From an optimization exercise on the open Yosys and OpenROAD flow, aimed at small area, a short achievable clock period and few clock cycles per item; shortcuts taken in it are not production practice. Function was not checked in any run shown here: the RTL went through the layout flow alone.

==> flow/design.v (outline; a module is shown in full before it is edited, if it fits) <==
// module img2col: 647 lines
// module res_add: 26 lines
// module bus_out: 28 lines
module img2col (
    input  logic        clk,
    input  logic        nrst,
    input  logic        wb_cyc_i,
    input  logic        wb_stb_i,
    input  logic        wb_we_i,
    input  logic [6:0]  wb_adr_i,
    input  logic [31:0] wb_dat_i,
    output logic        wb_ack_o,
    output logic [31:0] wb_dat_o
);
  // ...
==> flow/run.sh <==
#!/bin/bash
# synth_recipe.tcl (not shown) runs the flow's synth.tcl, then flattens the netlist and writes it again
# the make line also repeats each setting of config.mk as NAME=value (left out here)
make -C /OpenROAD-flow-scripts/flow DESIGN_CONFIG=/design/flow/config.mk WORK_HOME=/design/flow/orfs CLKGATE_MAP_FILE= SYNTH_SCRIPT=/design/flow/synth_recipe.tcl finish
==> flow/config.mk <==
export PLATFORM = sky130hd
export DESIGN_NAME = img2col
export DESIGN_NICKNAME = img2col
export VERILOG_FILES = /design/flow/design.v
export SDC_FILE = /design/flow/constraint.sdc
export NUM_CORES = 4
export LEC_CHECK = 0
export ABC_CLOCK_PERIOD_IN_PS = 4500
export CAP_MARGIN = 10
export CORE_MARGIN = 2
export CORE_UTILIZATION = 60
export CTS_CLUSTER_DIAMETER = 120
export CTS_CLUSTER_SIZE = 24
export SETUP_SLACK_MARGIN = 5.0
export SLEW_MARGIN = 10
export SYNTH_HIERARCHICAL = 1
==> flow/constraint.sdc <==
create_clock -name core_clock -period 10.0 [get_ports {clk}]
set_input_delay 2.0000 -clock core_clock [delete_from_list [all_inputs] [get_ports {clk}]]
set_output_delay 2.0000 -clock core_clock [all_outputs]
set_load 0.01 [all_outputs]
==> summary.txt, run 1 <==
CTS
  • Inserted Clock Buffers: 37
  • Clock-pin slew on the worst setup and hold paths: 0.09 ns
  • TritonCTS clock tree: done

Synth
  • Mapped Nets: 2,911
  • Multiplexer share of the synthesized area: 7.05%
  • Largest family of logic cells by synthesized area: adder cells
  • Main synth FF type: edfxtp_1
  • Top cell type's share of synthesized area: 52.0%

Cells and area
  • NonClk Buf Share: 2.42%
  • Commonest non-fill, non-tap cell in the layout: edfxtp_1
  • Multi-input gate count: 1,445
  • Final core utilization: 64.9%
  • Fraction of area in registers: 54.2%

Global routing
  • Busiest layer in global routing: met2
  • M2 GR Usage: 47.8%
  • Remaining global-route overflow: 0

Routing
  • Met2 WL: 45,200 um
  • Initial DRC count: 3,157

Timing
  • Max Freq: 0.199 GHz
  • Setup TNS: 0 ns
  • RSZ-0062 raised after global routing: true
  • Final Cycle Share: 50.1%
  • Final min period: 5.01 ns
  • Slew @ Worst Pin: 1.22 ns

Run status
  • Status: no timing/DRC/antenna violations

Floorplan
  • Tap cells: 837
  • Num rows: 91

Place
  • RD Place Congestion: 0.922

Worst setup path
  • RR Endpoint: r_c[11]
  • CP peak stage delay: 0.34 ns
==> module bus_out, before the edit <==
module bus_out (
    input  logic        wb_cyc_i,
    input  logic        wb_stb_i,
    input  logic        wb_we_i,
    input  logic [6:0]  wb_adr_i,
    input  logic        slow2,
    input  logic [8:0]  rsel,        
    input  logic        done,
    input  logic        resv,        
    input  logic [20:0] res,
    output logic        wb_ack_o,
    output logic [31:0] wb_dat_o
);
    logic fast_rd;
    assign fast_rd  = wb_adr_i[6:2] == 5'b10000;
    assign wb_ack_o = wb_cyc_i & wb_stb_i & (wb_we_i | slow2 | fast_rd);
    always_comb
    begin
        if (slow2)
            wb_dat_o = {{24{rsel[8]}}, rsel[7:0]};
        else if (wb_adr_i[1:0] == 2'b01)
            wb_dat_o = {31'd0, done};
        else if (wb_adr_i[1:0] == 2'b10)
            wb_dat_o = {{11{res[20]}}, res} & {32{resv}};
        else
            wb_dat_o = 32'd0;
    end
endmodule
==> run 2, diff against run 1 <==
--- a/flow/design.v
+++ b/flow/design.v
@@ -18,29 +18,30 @@
     assign wr      = req & wb_we_i;
     assign rd      = req & ~wb_we_i;
     assign idx     = wb_adr_i[4:0];
     assign is_pix  = (wb_adr_i[6:5] == 2'b00) & (idx < 5'd25);
     assign is_wgt  = (wb_adr_i[6:5] == 2'b01) & (idx < 5'd25);
     assign is_ctrl = wb_adr_i == 7'd64;
     assign is_stat = wb_adr_i == 7'd65;
     assign is_res  = wb_adr_i == 7'd66;
-    assign fast_rd = wb_adr_i[6:2] == 5'b10000;
+    assign fast_rd = is_stat | is_res;
     logic       slow1_q, slow2_q;    
     logic [2:0] rgrp_q;
     logic [1:0] rrow_q;
     logic       rpix_q, rwgt_q;
     logic [7:0] pix [0:24];
     logic [7:0] wgt [0:24];
     logic [7:0] reuse [0:19];        
     logic [7:0] nw [0:19];           
     logic started_q, first_q;
     logic [2:0] p_q;
     logic ok_q;
-    logic [20:0] r_s, r_c, res_s, res_c;
+    logic [20:0] r_s, r_c, res_q;
+    logic [20:0] res;
     logic resv_q;
     logic pend_q, calc_q;
     logic done_q;
     always_comb
         for (int j = 0; j < 20; j++)
             nw[j] = (first_q | (slow1_q & rpix_q)) ? pix[j] : reuse[j];
     genvar g;
     generate
@@ -51,28 +52,26 @@
                 if (wr && is_pix && idx == g)
                     pix[g] <= wb_dat_i[7:0];
                 if (wr && is_wgt && idx == g)
                     wgt[g] <= wb_dat_i[7:0];
             end
         end
     endgenerate
     logic [7:0] rsel;
-    logic [20:0] res_sum;
-    res_add u_add (.a(res_s), .b(res_c), .sum(res_sum));
+    assign res = res_q & {21{resv_q}};
     bus_out u_out (
         .wb_cyc_i (wb_cyc_i),
         .wb_stb_i (wb_stb_i),
         .wb_we_i  (wb_we_i),
         .wb_adr_i (wb_adr_i),
         .slow2    (slow2_q),
         .rsel     ({rwgt_q & rsel[7], rsel}),
         .done     (done_q),
-        .resv     (resv_q),
-        .res      (res_sum),
+        .res      (res),
         .wb_ack_o (wb_ack_o),
         .wb_dat_o (wb_dat_o)
     );
     always_ff @(posedge clk)
     begin
         if (rd & ~fast_rd & ~slow1_q & ~slow2_q)
         begin
             rgrp_q <= 3'(idx / 4);
@@ -140,17 +139,17 @@
             pend_q <= (trig | pend_q) & ~go;
             calc_q <= go;
             if (go)
                 done_q <= 1'b1;
             else if (rd & is_res)
                 done_q <= 1'b0;
             if (calc_q)
                 resv_q <= 1'b1;
-            slow1_q <= slow1_d;
+            slow1_q <= rd & ~fast_rd & ~slow1_q & ~slow2_q;
             slow2_q <= slow1_q;
         end
     end
     always_ff @(posedge clk)
     begin
         if (go)
         begin
             for (int j = 0; j < 15; j++)
@@ -163,52 +162,31 @@
     logic [7:0] an [0:3];            
     logic [7:0] wn [0:3];            
     logic [7:0] a0, a1, a2, a3;
     logic [3:0] bn0, bn1, bn2, bn3;      
     logic [3:0] bo0, bo1, bo2, bo3;      
     logic [3:0] bt0, bt1, bt2, bt3;      
     logic [3:0] en [0:3], eo [0:3], et [0:3];
     logic [8:0] n_d, n_q;
-    logic       ok_d, slow1_d, useful;
-    logic [2:0] rgrp_d, spec_d, lsel_d, p_one;
-    logic [6:0] lsel_q;
-    logic [6:0] modl;                
-    always_comb
-    begin
-        modl[4:0] = mod_grp[4:0];
-        modl[5]   = mod_w5;
-        modl[6]   = 1'b0;
-    end
-    assign ok_d    = ~slow1_q & lsel_q[p_next] & ~modl[p_next];
-    assign slow1_d = rd & ~fast_rd & ~slow1_q & ~slow2_q;
-    assign rgrp_d  = slow1_d ? 3'(idx / 4) : rgrp_q;
-    assign p_one   = step_ok ? p_q + 3'd1 : p_q;
-    assign useful  = ~slow1_q & lsel_q[p_one] & ~modl[p_one];
-    assign spec_d  = (useful & (p_one < 3'd6)) ? p_one + 3'd1 : p_one;
-    assign lsel_d  = slow1_d ? rgrp_d : (go ? 3'd0 : spec_d);
+    logic [2:0] lsel;
+    assign lsel = slow1_q ? rgrp_q : spec_p;
     always_comb
     begin
         n_d = 9'd0;
         for (int s = 0; s < 4; s++)
         begin
-            an[s] = ({8{lsel_q[0]}} & nw[s])
-                  | ({8{lsel_q[1]}} & nw[4 + s])
-                  | ({8{lsel_q[2]}} & nw[8 + s])
-                  | ({8{lsel_q[3]}} & nw[12 + s])
-                  | ({8{lsel_q[4]}} & nw[16 + s])
-                  | ({8{lsel_q[5]}} & (byp[s] ? wb_dat_i[7:0] : pix[20 + s]))
-                  | ({8{lsel_q[6] && s == 0}} & p24_in);
-            wn[s] = ({8{lsel_q[0]}} & wgt[s])
-                  | ({8{lsel_q[1]}} & wgt[4 + s])
-                  | ({8{lsel_q[2]}} & wgt[8 + s])
-                  | ({8{lsel_q[3]}} & wgt[12 + s])
-                  | ({8{lsel_q[4]}} & wgt[16 + s])
-                  | ({8{lsel_q[5] || (lsel_q[6] && s != 0)}} & wgt[20 + s])
-                  | ({8{lsel_q[6] && s == 0}} & wgt[24]);
+            case (lsel)
+                3'd0: begin an[s] = nw[s];      wn[s] = wgt[s];      end
+                3'd1: begin an[s] = nw[4 + s];  wn[s] = wgt[4 + s];  end
+                3'd2: begin an[s] = nw[8 + s];  wn[s] = wgt[8 + s];  end
+                3'd3: begin an[s] = nw[12 + s]; wn[s] = wgt[12 + s]; end
+                3'd4: begin an[s] = nw[16 + s]; wn[s] = wgt[16 + s]; end
+                default: begin an[s] = byp[s] ? wb_dat_i[7:0] : pix[20 + s]; wn[s] = wgt[20 + s]; end
+            endcase
             for (int j = 0; j < 4; j++)
             begin
                 logic hi, mid, lo;
                 hi  = wn[s][2*j + 1];
                 mid = wn[s][2*j];
                 lo  = (j == 0) ? 1'b0 : wn[s][2*j - 1];
                 en[s][j] = hi;
                 eo[s][j] = mid ^ lo;
@@ -219,46 +197,38 @@
     end
     always_ff @(posedge clk)
     begin
         {a0, a1, a2, a3} <= {an[0], an[1], an[2], an[3]};
         {bn0, bn1, bn2, bn3} <= {en[0], en[1], en[2], en[3]};
         {bo0, bo1, bo2, bo3} <= {eo[0], eo[1], eo[2], eo[3]};
         {bt0, bt1, bt2, bt3} <= {et[0], et[1], et[2], et[3]};
         n_q <= n_d;
-    end
-    always_ff @(posedge clk, negedge nrst)
-    begin
-        if (!nrst)
-        begin
-            ok_q   <= 1'b0;
-            lsel_q <= 7'b0000001;
-        end
-        else
-        begin
-            ok_q   <= ok_d;
-            lsel_q <= 7'(1) << lsel_d;
-        end
+        ok_q <= ~slow1_q & (spec_p == p_next)
+              & ~((p_next == 3'd5) ? mod_w5 : mod_grp[p_next]);
     end
     always_comb
     begin
         logic [3:0] n [0:3];
         logic [3:0] o [0:3];
         logic [7:0] av [0:3];
         logic [7:0] wd [0:3];
         {n[0], n[1], n[2], n[3]} = {bn0, bn1, bn2, bn3};
         {o[0], o[1], o[2], o[3]} = {bo0, bo1, bo2, bo3};
         {av[0], av[1], av[2], av[3]} = {a0, a1, a2, a3};
         for (int s = 0; s < 4; s++)
             for (int j = 0; j < 4; j++)
             begin
                 wd[s][2*j + 1] = n[s][j];
                 wd[s][2*j]     = o[s][j] ^ ((j == 0) ? 1'b0 : n[s][j - 1]);
             end
-        rsel = rpix_q ? av[rrow_q] : (rwgt_q ? wd[rrow_q] : 8'd0);
+        if (rgrp_q == 3'd6)
+            rsel = rpix_q ? pix[24] : (rwgt_q ? wgt[24] : 8'd0);
+        else
+            rsel = rpix_q ? av[rrow_q] : (rwgt_q ? wd[rrow_q] : 8'd0);
     end
     logic [20:0] eng_s, eng_c;
     wire e_1 = (((bo0[0] & a0[4]) | (bt0[0] & a0[3])) ^ bn0[0]) ^ (((bo0[1] & a0[2]) | (bt0[1] & a0[1])) ^ bn0[1]) ^ (((bo0[2] & a0[0])) ^ bn0[2]);
     wire e_2 = ((((bo0[0] & a0[4]) | (bt0[0] & a0[3])) ^ bn0[0]) & (((bo0[1] & a0[2]) | (bt0[1] & a0[1])) ^ bn0[1])) | ((((bo0[0] & a0[4]) | (bt0[0] & a0[3])) ^ bn0[0]) & (((bo0[2] & a0[0])) ^ bn0[2])) | ((((bo0[1] & a0[2]) | (bt0[1] & a0[1])) ^ bn0[1]) & (((bo0[2] & a0[0])) ^ bn0[2]));
     wire e_3 = (((bo0[0] & a0[5]) | (bt0[0] & a0[4])) ^ bn0[0]) ^ (((bo0[1] & a0[3]) | (bt0[1] & a0[2])) ^ bn0[1]) ^ (((bo0[2] & a0[1]) | (bt0[2] & a0[0])) ^ bn0[2]);
     wire e_4 = ((((bo0[0] & a0[5]) | (bt0[0] & a0[4])) ^ bn0[0]) & (((bo0[1] & a0[3]) | (bt0[1] & a0[2])) ^ bn0[1])) | ((((bo0[0] & a0[5]) | (bt0[0] & a0[4])) ^ bn0[0]) & (((bo0[2] & a0[1]) | (bt0[2] & a0[0])) ^ bn0[2])) | ((((bo0[1] & a0[3]) | (bt0[1] & a0[2])) ^ bn0[1]) & (((bo0[2] & a0[1]) | (bt0[2] & a0[0])) ^ bn0[2]));
     wire e_5 = (((bo1[0] & a1[5]) | (bt1[0] & a1[4])) ^ bn1[0]) ^ (((bo1[1] & a1[3]) | (bt1[1] & a1[2])) ^ bn1[1]);
     wire e_6 = (((bo1[0] & a1[5]) | (bt1[0] & a1[4])) ^ bn1[0]) & (((bo1[1] & a1[3]) | (bt1[1] & a1[2])) ^ bn1[1]);
@@ -625,80 +595,197 @@
     wire e_367 = r_s[19] ^ r_c[19];
     wire e_368 = r_s[19] & r_c[19];
     wire e_369 = r_s[20] ^ r_c[20];
     wire e_370 = r_s[20] & r_c[20];
     assign eng_s = {e_368, e_366, e_364, e_362, e_360, e_358, e_356, e_354, e_352, e_350, e_348, e_346, e_344, e_342, e_340, e_338, e_336, e_334, e_332, e_330, e_329};
     assign eng_c = {e_369, e_367, e_365, e_363, e_361, e_359, e_357, e_355, e_353, e_351, e_349, e_347, e_345, e_343, e_341, e_339, e_337, e_335, e_333, e_331, r_c[0]};
     always_ff @(posedge clk)
     begin
-        if (step_ok)
+        if ((p_next == 3'd0 && !go) || calc_q)
         begin
-            r_s <= eng_s;
-            r_c <= eng_c;
-        end
-        else if (p_q == 3'd0 || calc_q)
-        begin
-            r_s <= 21'd878592;
+            r_s <= 21'd1052672;
             r_c <= 21'd0;
         end
-        if (calc_q)
+        else if (step_ok)
         begin
-            res_s <= eng_s;
-            res_c <= eng_c;
+            r_s <= eng_s;
+            r_c <= eng_c;
         end
     end
-endmodule
-module res_add (
-    input  logic [20:0] a,
-    input  logic [20:0] b,
-    output logic [20:0] sum
-);
-    logic [20:0] gen [0:5];
-    logic [20:0] prp [0:5];
+    logic [3:0] cn, co, ct;          
+    logic [20:0] cal_s, cal_c;
     always_comb
+        for (int j = 0; j < 4; j++)
+        begin
+            logic hi, mid, lo;
+            hi  = wgt[24][2*j + 1];
+            mid = wgt[24][2*j];
+            lo  = (j == 0) ? 1'b0 : wgt[24][2*j - 1];
+            cn[j] = hi;
+            co[j] = mid ^ lo;
+            ct[j] = (hi & ~mid & ~lo) | (~hi & mid & lo);
+        end
+    wire c_1 = (((co[0] & pix[24][6]) | (ct[0] & pix[24][5])) ^ cn[0]) ^ (((co[1] & pix[24][4]) | (ct[1] & pix[24][3])) ^ cn[1]);
+    wire c_2 = (((co[0] & pix[24][6]) | (ct[0] & pix[24][5])) ^ cn[0]) & (((co[1] & pix[24][4]) | (ct[1] & pix[24][3])) ^ cn[1]);
+    wire c_3 = (((co[0] & pix[24][7]) | (ct[0] & pix[24][6])) ^ cn[0]) ^ (((co[1] & pix[24][5]) | (ct[1] & pix[24][4])) ^ cn[1]);
+    wire c_4 = (((co[0] & pix[24][7]) | (ct[0] & pix[24][6])) ^ cn[0]) & (((co[1] & pix[24][5]) | (ct[1] & pix[24][4])) ^ cn[1]);
+    wire c_5 = (((ct[0] & pix[24][7])) ^ cn[0]) ^ (((co[1] & pix[24][6]) | (ct[1] & pix[24][5])) ^ cn[1]);
+    wire c_6 = (((ct[0] & pix[24][7])) ^ cn[0]) & (((co[1] & pix[24][6]) | (ct[1] & pix[24][5])) ^ cn[1]);
+    wire c_7 = ~cn[0] ^ (((co[1] & pix[24][7]) | (ct[1] & pix[24][6])) ^ cn[1]) ^ (((co[2] & pix[24][5]) | (ct[2] & pix[24][4])) ^ cn[2]);
+    wire c_8 = (~cn[0] & (((co[1] & pix[24][7]) | (ct[1] & pix[24][6])) ^ cn[1])) | (~cn[0] & (((co[2] & pix[24][5]) | (ct[2] & pix[24][4])) ^ cn[2])) | ((((co[1] & pix[24][7]) | (ct[1] & pix[24][6])) ^ cn[1]) & (((co[2] & pix[24][5]) | (ct[2] & pix[24][4])) ^ cn[2]));
+    wire c_9 = (((ct[1] & pix[24][7])) ^ cn[1]) ^ (((co[2] & pix[24][6]) | (ct[2] & pix[24][5])) ^ cn[2]);
+    wire c_10 = (((ct[1] & pix[24][7])) ^ cn[1]) & (((co[2] & pix[24][6]) | (ct[2] & pix[24][5])) ^ cn[2]);
+    wire c_11 = (((co[0] & pix[24][2]) | (ct[0] & pix[24][1])) ^ cn[0]) ^ (((co[1] & pix[24][0])) ^ cn[1]);
+    wire c_12 = (((co[0] & pix[24][2]) | (ct[0] & pix[24][1])) ^ cn[0]) & (((co[1] & pix[24][0])) ^ cn[1]);
+    wire c_13 = (((co[0] & pix[24][3]) | (ct[0] & pix[24][2])) ^ cn[0]) ^ (((co[1] & pix[24][1]) | (ct[1] & pix[24][0])) ^ cn[1]);
+    wire c_14 = (((co[0] & pix[24][3]) | (ct[0] & pix[24][2])) ^ cn[0]) & (((co[1] & pix[24][1]) | (ct[1] & pix[24][0])) ^ cn[1]);
+    wire c_15 = (((co[0] & pix[24][4]) | (ct[0] & pix[24][3])) ^ cn[0]) ^ (((co[1] & pix[24][2]) | (ct[1] & pix[24][1])) ^ cn[1]) ^ (((co[2] & pix[24][0])) ^ cn[2]);
+    wire c_16 = ((((co[0] & pix[24][4]) | (ct[0] & pix[24][3])) ^ cn[0]) & (((co[1] & pix[24][2]) | (ct[1] & pix[24][1])) ^ cn[1])) | ((((co[0] & pix[24][4]) | (ct[0] & pix[24][3])) ^ cn[0]) & (((co[2] & pix[24][0])) ^ cn[2])) | ((((co[1] & pix[24][2]) | (ct[1] & pix[24][1])) ^ cn[1]) & (((co[2] & pix[24][0])) ^ cn[2]));
+    wire c_17 = cn[2] ^ r_s[4];
+    wire c_18 = cn[2] & r_s[4];
+    wire c_19 = (((co[0] & pix[24][5]) | (ct[0] & pix[24][4])) ^ cn[0]) ^ (((co[1] & pix[24][3]) | (ct[1] & pix[24][2])) ^ cn[1]) ^ (((co[2] & pix[24][1]) | (ct[2] & pix[24][0])) ^ cn[2]);
+    wire c_20 = ((((co[0] & pix[24][5]) | (ct[0] & pix[24][4])) ^ cn[0]) & (((co[1] & pix[24][3]) | (ct[1] & pix[24][2])) ^ cn[1])) | ((((co[0] & pix[24][5]) | (ct[0] & pix[24][4])) ^ cn[0]) & (((co[2] & pix[24][1]) | (ct[2] & pix[24][0])) ^ cn[2])) | ((((co[1] & pix[24][3]) | (ct[1] & pix[24][2])) ^ cn[1]) & (((co[2] & pix[24][1]) | (ct[2] & pix[24][0])) ^ cn[2]));
+    wire c_21 = r_s[5] ^ r_c[5];
+    wire c_22 = r_s[5] & r_c[5];
+    wire c_23 = c_1 ^ (((co[2] & pix[24][2]) | (ct[2] & pix[24][1])) ^ cn[2]) ^ (((co[3] & pix[24][0])) ^ cn[3]);
+    wire c_24 = (c_1 & (((co[2] & pix[24][2]) | (ct[2] & pix[24][1])) ^ cn[2])) | (c_1 & (((co[3] & pix[24][0])) ^ cn[3])) | ((((co[2] & pix[24][2]) | (ct[2] & pix[24][1])) ^ cn[2]) & (((co[3] & pix[24][0])) ^ cn[3]));
+    wire c_25 = cn[3] ^ r_s[6] ^ r_c[6];
+    wire c_26 = (cn[3] & r_s[6]) | (cn[3] & r_c[6]) | (r_s[6] & r_c[6]);
+    wire c_27 = c_2 ^ c_3 ^ (((co[2] & pix[24][3]) | (ct[2] & pix[24][2])) ^ cn[2]);
+    wire c_28 = (c_2 & c_3) | (c_2 & (((co[2] & pix[24][3]) | (ct[2] & pix[24][2])) ^ cn[2])) | (c_3 & (((co[2] & pix[24][3]) | (ct[2] & pix[24][2])) ^ cn[2]));
+    wire c_29 = (((co[3] & pix[24][1]) | (ct[3] & pix[24][0])) ^ cn[3]) ^ r_s[7] ^ r_c[7];
+    wire c_30 = ((((co[3] & pix[24][1]) | (ct[3] & pix[24][0])) ^ cn[3]) & r_s[7]) | ((((co[3] & pix[24][1]) | (ct[3] & pix[24][0])) ^ cn[3]) & r_c[7]) | (r_s[7] & r_c[7]);
+    wire c_31 = c_4 ^ c_5 ^ (((co[2] & pix[24][4]) | (ct[2] & pix[24][3])) ^ cn[2]);
+    wire c_32 = (c_4 & c_5) | (c_4 & (((co[2] & pix[24][4]) | (ct[2] & pix[24][3])) ^ cn[2])) | (c_5 & (((co[2] & pix[24][4]) | (ct[2] & pix[24][3])) ^ cn[2]));
+    wire c_33 = (((co[3] & pix[24][2]) | (ct[3] & pix[24][1])) ^ cn[3]) ^ r_s[8] ^ r_c[8];
+    wire c_34 = ((((co[3] & pix[24][2]) | (ct[3] & pix[24][1])) ^ cn[3]) & r_s[8]) | ((((co[3] & pix[24][2]) | (ct[3] & pix[24][1])) ^ cn[3]) & r_c[8]) | (r_s[8] & r_c[8]);
+    wire c_35 = c_6 ^ c_7 ^ (((co[3] & pix[24][3]) | (ct[3] & pix[24][2])) ^ cn[3]);
+    wire c_36 = (c_6 & c_7) | (c_6 & (((co[3] & pix[24][3]) | (ct[3] & pix[24][2])) ^ cn[3])) | (c_7 & (((co[3] & pix[24][3]) | (ct[3] & pix[24][2])) ^ cn[3]));
+    wire c_37 = r_s[9] ^ r_c[9] ^ 1'b1;
+    wire c_38 = (r_s[9] & r_c[9]) | (r_s[9] & 1'b1) | (r_c[9] & 1'b1);
+    wire c_39 = c_8 ^ c_9 ^ (((co[3] & pix[24][4]) | (ct[3] & pix[24][3])) ^ cn[3]);
+    wire c_40 = (c_8 & c_9) | (c_8 & (((co[3] & pix[24][4]) | (ct[3] & pix[24][3])) ^ cn[3])) | (c_9 & (((co[3] & pix[24][4]) | (ct[3] & pix[24][3])) ^ cn[3]));
+    wire c_41 = r_s[10] ^ r_c[10] ^ 1'b1;
+    wire c_42 = (r_s[10] & r_c[10]) | (r_s[10] & 1'b1) | (r_c[10] & 1'b1);
+    wire c_43 = c_10 ^ ~cn[1] ^ (((co[2] & pix[24][7]) | (ct[2] & pix[24][6])) ^ cn[2]);
+    wire c_44 = (c_10 & ~cn[1]) | (c_10 & (((co[2] & pix[24][7]) | (ct[2] & pix[24][6])) ^ cn[2])) | (~cn[1] & (((co[2] & pix[24][7]) | (ct[2] & pix[24][6])) ^ cn[2]));
+    wire c_45 = (((co[3] & pix[24][5]) | (ct[3] & pix[24][4])) ^ cn[3]) ^ r_s[11] ^ r_c[11];
+    wire c_46 = ((((co[3] & pix[24][5]) | (ct[3] & pix[24][4])) ^ cn[3]) & r_s[11]) | ((((co[3] & pix[24][5]) | (ct[3] & pix[24][4])) ^ cn[3]) & r_c[11]) | (r_s[11] & r_c[11]);
+    wire c_47 = (((ct[2] & pix[24][7])) ^ cn[2]) ^ (((co[3] & pix[24][6]) | (ct[3] & pix[24][5])) ^ cn[3]) ^ r_s[12];
+    wire c_48 = ((((ct[2] & pix[24][7])) ^ cn[2]) & (((co[3] & pix[24][6]) | (ct[3] & pix[24][5])) ^ cn[3])) | ((((ct[2] & pix[24][7])) ^ cn[2]) & r_s[12]) | ((((co[3] & pix[24][6]) | (ct[3] & pix[24][5])) ^ cn[3]) & r_s[12]);
+    wire c_49 = r_c[12] ^ 1'b1;
+    wire c_50 = r_c[12] & 1'b1;
+    wire c_51 = ~cn[2] ^ (((co[3] & pix[24][7]) | (ct[3] & pix[24][6])) ^ cn[3]) ^ r_s[13];
+    wire c_52 = (~cn[2] & (((co[3] & pix[24][7]) | (ct[3] & pix[24][6])) ^ cn[3])) | (~cn[2] & r_s[13]) | ((((co[3] & pix[24][7]) | (ct[3] & pix[24][6])) ^ cn[3]) & r_s[13]);
+    wire c_53 = (((ct[3] & pix[24][7])) ^ cn[3]) ^ r_s[14];
+    wire c_54 = (((ct[3] & pix[24][7])) ^ cn[3]) & r_s[14];
+    wire c_55 = (((co[0] & pix[24][0])) ^ cn[0]) ^ cn[0];
+    wire c_56 = (((co[0] & pix[24][0])) ^ cn[0]) & cn[0];
+    wire c_57 = (((co[0] & pix[24][1]) | (ct[0] & pix[24][0])) ^ cn[0]) ^ r_s[1];
+    wire c_58 = (((co[0] & pix[24][1]) | (ct[0] & pix[24][0])) ^ cn[0]) & r_s[1];
+    wire c_59 = c_11 ^ cn[1] ^ r_s[2];
+    wire c_60 = (c_11 & cn[1]) | (c_11 & r_s[2]) | (cn[1] & r_s[2]);
+    wire c_61 = c_12 ^ c_13 ^ r_s[3];
+    wire c_62 = (c_12 & c_13) | (c_12 & r_s[3]) | (c_13 & r_s[3]);
+    wire c_63 = c_14 ^ c_15 ^ c_17;
+    wire c_64 = (c_14 & c_15) | (c_14 & c_17) | (c_15 & c_17);
+    wire c_65 = c_16 ^ c_18 ^ c_19;
+    wire c_66 = (c_16 & c_18) | (c_16 & c_19) | (c_18 & c_19);
+    wire c_67 = c_20 ^ c_22 ^ c_23;
+    wire c_68 = (c_20 & c_22) | (c_20 & c_23) | (c_22 & c_23);
+    wire c_69 = c_24 ^ c_26 ^ c_27;
+    wire c_70 = (c_24 & c_26) | (c_24 & c_27) | (c_26 & c_27);
+    wire c_71 = c_28 ^ c_30 ^ c_31;
+    wire c_72 = (c_28 & c_30) | (c_28 & c_31) | (c_30 & c_31);
+    wire c_73 = c_32 ^ c_34 ^ c_35;
+    wire c_74 = (c_32 & c_34) | (c_32 & c_35) | (c_34 & c_35);
+    wire c_75 = c_36 ^ c_38 ^ c_39;
+    wire c_76 = (c_36 & c_38) | (c_36 & c_39) | (c_38 & c_39);
+    wire c_77 = c_40 ^ c_42 ^ c_43;
+    wire c_78 = (c_40 & c_42) | (c_40 & c_43) | (c_42 & c_43);
+    wire c_79 = c_44 ^ c_46 ^ c_47;
+    wire c_80 = (c_44 & c_46) | (c_44 & c_47) | (c_46 & c_47);
+    wire c_81 = c_48 ^ c_50 ^ c_51;
+    wire c_82 = (c_48 & c_50) | (c_48 & c_51) | (c_50 & c_51);
+    wire c_83 = c_52 ^ c_53 ^ r_c[14];
+    wire c_84 = (c_52 & c_53) | (c_52 & r_c[14]) | (c_53 & r_c[14]);
+    wire c_85 = c_54 ^ ~cn[3] ^ r_s[15];
+    wire c_86 = (c_54 & ~cn[3]) | (c_54 & r_s[15]) | (~cn[3] & r_s[15]);
+    wire c_87 = r_s[16] ^ r_c[16];
+    wire c_88 = r_s[16] & r_c[16];
+    wire c_89 = r_s[17] ^ r_c[17];
+    wire c_90 = r_s[17] & r_c[17];
+    wire c_91 = r_s[18] ^ r_c[18];
+    wire c_92 = r_s[18] & r_c[18];
+    wire c_93 = r_s[19] ^ r_c[19];
+    wire c_94 = r_s[19] & r_c[19];
+    wire c_95 = r_s[20] ^ r_c[20];
+    wire c_96 = r_s[20] & r_c[20];
+    wire c_97 = c_55 ^ r_s[0];
+    wire c_98 = c_55 & r_s[0];
+    wire c_99 = c_56 ^ c_57 ^ r_c[1];
+    wire c_100 = (c_56 & c_57) | (c_56 & r_c[1]) | (c_57 & r_c[1]);
+    wire c_101 = c_58 ^ c_59 ^ r_c[2];
+    wire c_102 = (c_58 & c_59) | (c_58 & r_c[2]) | (c_59 & r_c[2]);
+    wire c_103 = c_60 ^ c_61 ^ r_c[3];
+    wire c_104 = (c_60 & c_61) | (c_60 & r_c[3]) | (c_61 & r_c[3]);
+    wire c_105 = c_62 ^ c_63 ^ r_c[4];
+    wire c_106 = (c_62 & c_63) | (c_62 & r_c[4]) | (c_63 & r_c[4]);
+    wire c_107 = c_64 ^ c_65 ^ c_21;
+    wire c_108 = (c_64 & c_65) | (c_64 & c_21) | (c_65 & c_21);
+    wire c_109 = c_66 ^ c_67 ^ c_25;
+    wire c_110 = (c_66 & c_67) | (c_66 & c_25) | (c_67 & c_25);
+    wire c_111 = c_68 ^ c_69 ^ c_29;
+    wire c_112 = (c_68 & c_69) | (c_68 & c_29) | (c_69 & c_29);
+    wire c_113 = c_70 ^ c_71 ^ c_33;
+    wire c_114 = (c_70 & c_71) | (c_70 & c_33) | (c_71 & c_33);
+    wire c_115 = c_72 ^ c_73 ^ c_37;
+    wire c_116 = (c_72 & c_73) | (c_72 & c_37) | (c_73 & c_37);
+    wire c_117 = c_74 ^ c_75 ^ c_41;
+    wire c_118 = (c_74 & c_75) | (c_74 & c_41) | (c_75 & c_41);
+    wire c_119 = c_76 ^ c_77 ^ c_45;
+    wire c_120 = (c_76 & c_77) | (c_76 & c_45) | (c_77 & c_45);
+    wire c_121 = c_78 ^ c_79 ^ c_49;
+    wire c_122 = (c_78 & c_79) | (c_78 & c_49) | (c_79 & c_49);
+    wire c_123 = c_80 ^ c_81 ^ r_c[13];
+    wire c_124 = (c_80 & c_81) | (c_80 & r_c[13]) | (c_81 & r_c[13]);
+    wire c_125 = c_82 ^ c_83 ^ 1'b1;
+    wire c_126 = (c_82 & c_83) | (c_82 & 1'b1) | (c_83 & 1'b1);
+    wire c_127 = c_84 ^ c_85 ^ r_c[15];
+    wire c_128 = (c_84 & c_85) | (c_84 & r_c[15]) | (c_85 & r_c[15]);
+    wire c_129 = c_86 ^ c_87 ^ 1'b1;
+    wire c_130 = (c_86 & c_87) | (c_86 & 1'b1) | (c_87 & 1'b1);
+    wire c_131 = c_88 ^ c_89 ^ 1'b1;
+    wire c_132 = (c_88 & c_89) | (c_88 & 1'b1) | (c_89 & 1'b1);
+    wire c_133 = c_90 ^ c_91 ^ 1'b1;
+    wire c_134 = (c_90 & c_91) | (c_90 & 1'b1) | (c_91 & 1'b1);
+    wire c_135 = c_92 ^ c_93 ^ 1'b1;
+    wire c_136 = (c_92 & c_93) | (c_92 & 1'b1) | (c_93 & 1'b1);
+    wire c_137 = c_94 ^ c_95 ^ 1'b1;
+    wire c_138 = (c_94 & c_95) | (c_94 & 1'b1) | (c_95 & 1'b1);
+    assign cal_s = {c_136, c_134, c_132, c_130, c_128, c_126, c_124, c_122, c_120, c_118, c_116, c_114, c_112, c_110, c_108, c_106, c_104, c_102, c_100, c_98, c_97};
+    assign cal_c = {c_137, c_135, c_133, c_131, c_129, c_127, c_125, c_123, c_121, c_119, c_117, c_115, c_113, c_111, c_109, c_107, c_105, c_103, c_101, c_99, r_c[0]};
+    always_ff @(posedge clk)
     begin
-        gen[0] = a & b;
-        prp[0] = a ^ b;
-        for (int l = 0; l < 5; l++)
-            for (int i = 0; i < 21; i++)
-                if (i >= (1 << l))
-                begin
-                    gen[l + 1][i] = gen[l][i] | (prp[l][i] & gen[l][i - (1 << l)]);
-                    prp[l + 1][i] = prp[l][i] & prp[l][i - (1 << l)];
-                end
-                else
-                begin
-                    gen[l + 1][i] = gen[l][i];
-                    prp[l + 1][i] = prp[l][i];
-                end
-        sum = prp[0] ^ {gen[5][19:0], 1'b0};
+        if (calc_q)
+            res_q <= cal_s + cal_c;
     end
 endmodule
 module bus_out (
     input  logic        wb_cyc_i,
     input  logic        wb_stb_i,
     input  logic        wb_we_i,
     input  logic [6:0]  wb_adr_i,
     input  logic        slow2,
     input  logic [8:0]  rsel,        
     input  logic        done,
-    input  logic        resv,        
     input  logic [20:0] res,
     output logic        wb_ack_o,
     output logic [31:0] wb_dat_o
 );
     logic fast_rd;
-    assign fast_rd  = wb_adr_i[6:2] == 5'b10000;
+    assign fast_rd  = (wb_adr_i[6:2] == 5'b10000) & (wb_adr_i[1] ^ wb_adr_i[0]);
     assign wb_ack_o = wb_cyc_i & wb_stb_i & (wb_we_i | slow2 | fast_rd);
-    always_comb
-    begin
-        if (slow2)
-            wb_dat_o = {{24{rsel[8]}}, rsel[7:0]};
-        else if (wb_adr_i[1:0] == 2'b01)
-            wb_dat_o = {31'd0, done};
-        else if (wb_adr_i[1:0] == 2'b10)
-            wb_dat_o = {{11{res[20]}}, res} & {32{resv}};
-        else
-            wb_dat_o = 32'd0;
-    end
+    assign wb_dat_o = slow2 ? {{24{rsel[8]}}, rsel[7:0]}
+                    : (wb_adr_i[0] ? {31'd0, done} : {{11{res[20]}}, res});
 endmodule
 `default_nettype wire
==> flow/config.mk (replaced) <==
export PLATFORM = sky130hd
export DESIGN_NAME = img2col
export DESIGN_NICKNAME = img2col
export VERILOG_FILES = /design/flow/design.v
export SDC_FILE = /design/flow/constraint.sdc
export NUM_CORES = 4
export LEC_CHECK = 0
export ABC_CLOCK_PERIOD_IN_PS = 4500
export CAP_MARGIN = 20
export CORE_MARGIN = 2
export CORE_UTILIZATION = 45
export SETUP_SLACK_MARGIN = 5.0
export SLEW_MARGIN = 20
export SYNTH_HIERARCHICAL = 1
==> run 2 against run 1 <==
Compared with the run above: final cell count increased by 31%; critical endpoint is now res_q[20]; maximum frequency decreased by 8.3%; design area increased by 13%; global-route usage decreased by 5.7 points; synthesized cell count increased by 24%; die area increased by 41%; count of clock-buffer cells in the layout increased by 34.
==> summary.txt, run 2 <==
Routing
  • Antenna-violating nets left: 0 (unchanged)
  • Drt first pass iters: 6 (was 7)
  • WL/cell: 25.5 um (was 28.5 um)
  • Final wirelength: 117,000 um (was 99,200 um)
  • Initial DRC count: 2,851 (was 3,157)
  • DRC: 0 (unchanged)
  • Vias per cell: 5.76 (was 6.35)
  • Total number of vias: 26,300 (was 22,100)

Synth
  • Post-synth top area cell: edfxtp_1 (unchanged)
  • Top cells by area, synth: edfxtp_1 (45%), fa_1 (11%), dfxtp_1 (6.6%), mux2_2 (3.6%), nand2_1 (3.4%) (was edfxtp_1 (52%), fa_1 (9.3%), mux2_2 (5.1%), dfxtp_1 (4.8%), a22oi_1 (3.2%))
  • Mapped Nets: 3,619 (was 2,911)
  • Main synth FF type: edfxtp_1 (unchanged)
  • Synth cell types: 86 (was 100)
  • Cell Area, Synth: 0.0396 mm2 (was 0.0373 mm2)
  • Commonest cells post-synth: edfxtp_1 (588), nand2_1 (354), inv_1 (317), fa_1 (214), clkbuf_1 (175) (was edfxtp_1 (646), inv_1 (247), fa_1 (173), mux2_2 (169), a22oi_1 (160))
  • Seq/Total Area, Yosys: 51.9% (was 58.1%)
  • Number of synthesized register bits: 730 (was 754)
  • Yosys warning count: 20 (was 24)
  • Post-Syn Instances: 3,294 (was 2,646)
  • EDFF count, synth: 588 (was 646)
  • Most frequent cell after synthesis: edfxtp_1 (unchanged)
  • Top cell type's share of synthesized area: 44.6% (was 52.0%)
  • Mean post-synth cell area: 12.0 um2 (was 14.1 um2)
  • Post-synth ARST share: 1.51% (was 2.52%)

Place
  • RD Place Congestion: 0.932 (was 0.922)
  • Inst Count DP: 4,304 (was 3,370)
  • Number of port buffers: 52 (unchanged)
  • Post-DP HPWL: 78,900 um (was 67,500 um)
  • Dpl ws: 3.44 ns (was 3.29 ns)

Worst setup path
  • Cell Chain, Critical Path: buf_12 -> buf_4 -> nor2_4 -> a21oi_1 -> o21ai_2 -> fa_2 -> fa_1 -> inv_2 -> fa_1 -> fa_1 -> ha_4 -> and2_4 -> a2111oi_4 -> nor3_2 -> a41o_1 -> or4_4 -> a31oi_4 -> o21ai_2 -> xnor2_1 (was buf_12 -> nand4bb_4 -> o21ai_4 -> buf_6 -> buf_6 -> clkbuf_2)
  • Kind of critical path: reg2reg (was in2out)
  • Reg2Reg Setup Slack: 4.53 ns (was 5.33 ns)
  • End of the critical path: res_q[20] (was wb_dat_o[27])
  • CP Launch Point: wgt[24][3] (was wb_adr_i[0])
  • RR Endpoint: res_q[20] (was r_c[11])
  • Depth of the most critical reg-to-reg path: 19 (was 12)
  • Critical Path AT: 5.84 ns (was 3.01 ns)
  • Reg-to-reg startpoint: wgt[24][3] (was bn0[1])
  • Most common cell on crit path: fa_1 (was buf_6)
  • CP Max Fanout: 8 (was 5)
  • CP max-delay cell: fa_1 (was nand4bb_4)
  • Crit end category: register (was output pin)
  • WP data required: 10.37 ns (was 8.00 ns)
  • Setup crit start kind: register (was input port)
  • CP peak stage delay: 0.51 ns (was 0.34 ns)

Cells and area
  • NumNets Final: 3,674 (was 2,878)
  • Largest regs: pix: 200 flops, wgt: 200 flops, reuse: 160 flops (unchanged)
  • Final cell count without fillers: 4,569 (was 3,480)
  • Layout cell share with drive strength beyond 1: 16.8% (was 17.1%)
  • Commonest non-fill, non-tap cell in the layout: edfxtp_1 (unchanged)
  • Final core utilization: 52.0% (was 64.9%)
  • Area grow syn2layout: 14.3% (was 7.17%)
  • Commonest non-fill, non-tap cells in the layout: edfxtp_1 (588), nand2_1 (350), inv_1 (313), fa_1 (213), a21oi_1 (145) (was edfxtp_1 (646), inv_1 (242), fa_1 (172), mux2_2 (169), a22oi_1 (160))

Global routing
  • Vias in the first global route: 25,900 (was 22,100)
  • Largest net degree at the start of global routing: 161 (was 162)
  • Gr usage total: 25.5% (was 31.3%)
  • Antenna violations before repair: 2 (unchanged)
  • Remaining global-route overflow: 0 (unchanged)
  • Global-route wire length before repair: 171,000 um (was 145,000 um)

Timing
  • Clock Skews: 0.0487 ns (was 0.0391 ns)
  • WHS: 0.448 ns (was 0.458 ns)
  • Slew headroom: 23.8% (was 18.2%)
  • Max Freq: 0.183 GHz (was 0.199 GHz)
  • Final min period: 5.47 ns (was 5.01 ns)
  • Final Cycle Share: 54.7% (was 50.1%)
  • Count of pins over their slew limit: 0 (unchanged)
  • Setup WS post-layout: 4.53 ns (was 4.99 ns)
  • RSZ-0062 raised after global routing: true (unchanged)
  • Setup TNS: 0 ns (unchanged)
  • Final Hold Fails: 0 (unchanged)
  • Slew @ Worst Pin: 1.14 ns (was 1.22 ns)
  • # setup viols final: 0 (unchanged)

Run status
  • Status: no timing/DRC/antenna violations (unchanged)

CTS
  • Sink Count: 730 (was 754)
  • Inserted Clock Buffers: 78 (was 37)
  • TritonCTS clock tree: done (unchanged)
  • Worst skew pair latency: 0.67 ns (was 0.62 ns)
  • CTS Buffer Depth: 3 (unchanged)
  • H-tree depth: 3 (was 2)
  • Clock root cell: clkbuf_16 (unchanged)
  • Clock-pin slew on the worst setup and hold paths: 0.06 ns (was 0.09 ns)

Floorplan
  • Core Box Area: 0.0870 mm2 (was 0.0616 mm2)
  • Initial Util: 45.5% (was 60.5%)
  • Io pins: 77 (unchanged)
  • Die Width: 301 um (was 253 um)
  • Num rows: 108 (was 91)
  • Die Ht: 301 um (was 253 um)
  • Area of the die: 0.0903 mm2 (was 0.0642 mm2)

Min path
  • Hold Path Class: reg2reg (unchanged)
  • Hold path depth: 0 (unchanged)

Flow run
  • Max-cap viol count: 0 (unchanged)
==> run 2: timing repair <==
action / in CTS / in global routing
setup buffers: 74 / 34
pin swaps: 24 / 23
cloned: 9 / 2
endpoints found under the setup margin: 226 / 156
hold buffers: 0 / 0
resized for setup: 172 / 87
==> run 2: metal layers <==
metal | routed length [um] | share of wire [%] | global-route usage (%) | vias up
li1 | - | - | - | 11600
met1 | 49900 | 43 | 36.4 | 13300
met2 | 53000 | 45 | 39.6 | 1192
met3 | 10800 | 9.2 | 5.41 | 153
met4 | 3020 | 2.6 | 7.18 | 0
met5 | 0 | 0 | 0 | -
==> run 2: cell type report <==
cell class | count | area (um2)
fill | 7477 | 41800
antenna | 2 | 5.00
tap | 1155 | 1450
inverter | 323 | 1230
clock buffer | 98 | 2110
multi-input combinational | 2008 | 17400
sequential | 730 | 20600
clock inverter | 45 | 524
timing repair buffer | 208 | 1900
==> run 2: critical path, delay by kind of cell, from the launching register on <==
family                   cells  cell delay (ns)
AO/OA/AOI/OAI                6             1.07
XOR/XNOR                     1             0.12
adder cells (fa/ha/maj)      5             2.21
buffers and inverters        3             0.35
flip-flops                   1             0.43
AND/OR/NAND/NOR              4             1.01
==> run 2: cell families after synthesis <==
family | share of synthesized area (%)
multiplexers | 7.01
AND/OR/NAND/NOR | 7.59
XOR/XNOR | 4.51
adder cells (fa/ha/maj) | 13.2
AO/OA/AOI/OAI | 10.1
flip-flops | 51.9
buffers and inverters | 5.60
==> run 2: how the worst min path moves through the flow <==
stage,to,slack [ns],start
6_report,reuse[16][6],0.45,pix[21][6]
3_3_place_gp,reuse[17][1],0.43,pix[22][1]
4_1_cts,reuse[17][1],0.45,pix[22][1]
2_1_floorplan,slow2_q,0.39,slow1_q
3_5_place_dp,reuse[16][4],0.44,pix[21][4]
5_1_grt,reuse[16][6],0.45,pix[21][6]
==> run 2: per-module statistics from Yosys (local to each module, per instance) <==
module | cells | area (um2) | times used | flops+latches
bus_out | 45 | 333 | 1 | 0
img2col | 3249 | 39200 | 1 | 730
==> run 2: per-stage QoR <==
step	instance area [um2]
global route	45200
floorplan	39700
detailed placement	41000
CTS	44700
finish	45200
global placement	41000

-- what the ideal ports hide --
The flow's constraints put no driver on any port. The routed layouts listed below were extracted and timed again, unchanged, in two steps.
Step 1 sets driving cells, clkbuf_16 on the clock port and buf_2 on the other inputs (assumed; they add their load-dependent delay and slew).
Step 2 moves the port delays by t, midway between the first and last clock arrival at a register: inputs arrive t later, outputs are due t later. That takes back most of the time a late clock gives input paths.
a / b / c = ideal ports / drivers / drivers and shift; a / b = the first two.
run | t, ns | setup WS [ns] | slew at the worst register clock pin (ns) | pins driven straight from the clock port
run 1 | 0.663 | 4.987 / 4.941 / 4.460 | 0.10 / 0.10 | 1
run 2 | 0.708 | 4.532 / 4.532 / 4.438 | 0.07 / 0.07 | 1
After both steps setup and hold are still met in every run listed. For run 1, which loses most, drivers alone change the setup slack by -0.046 ns; drivers and shift together by -0.527 ns.
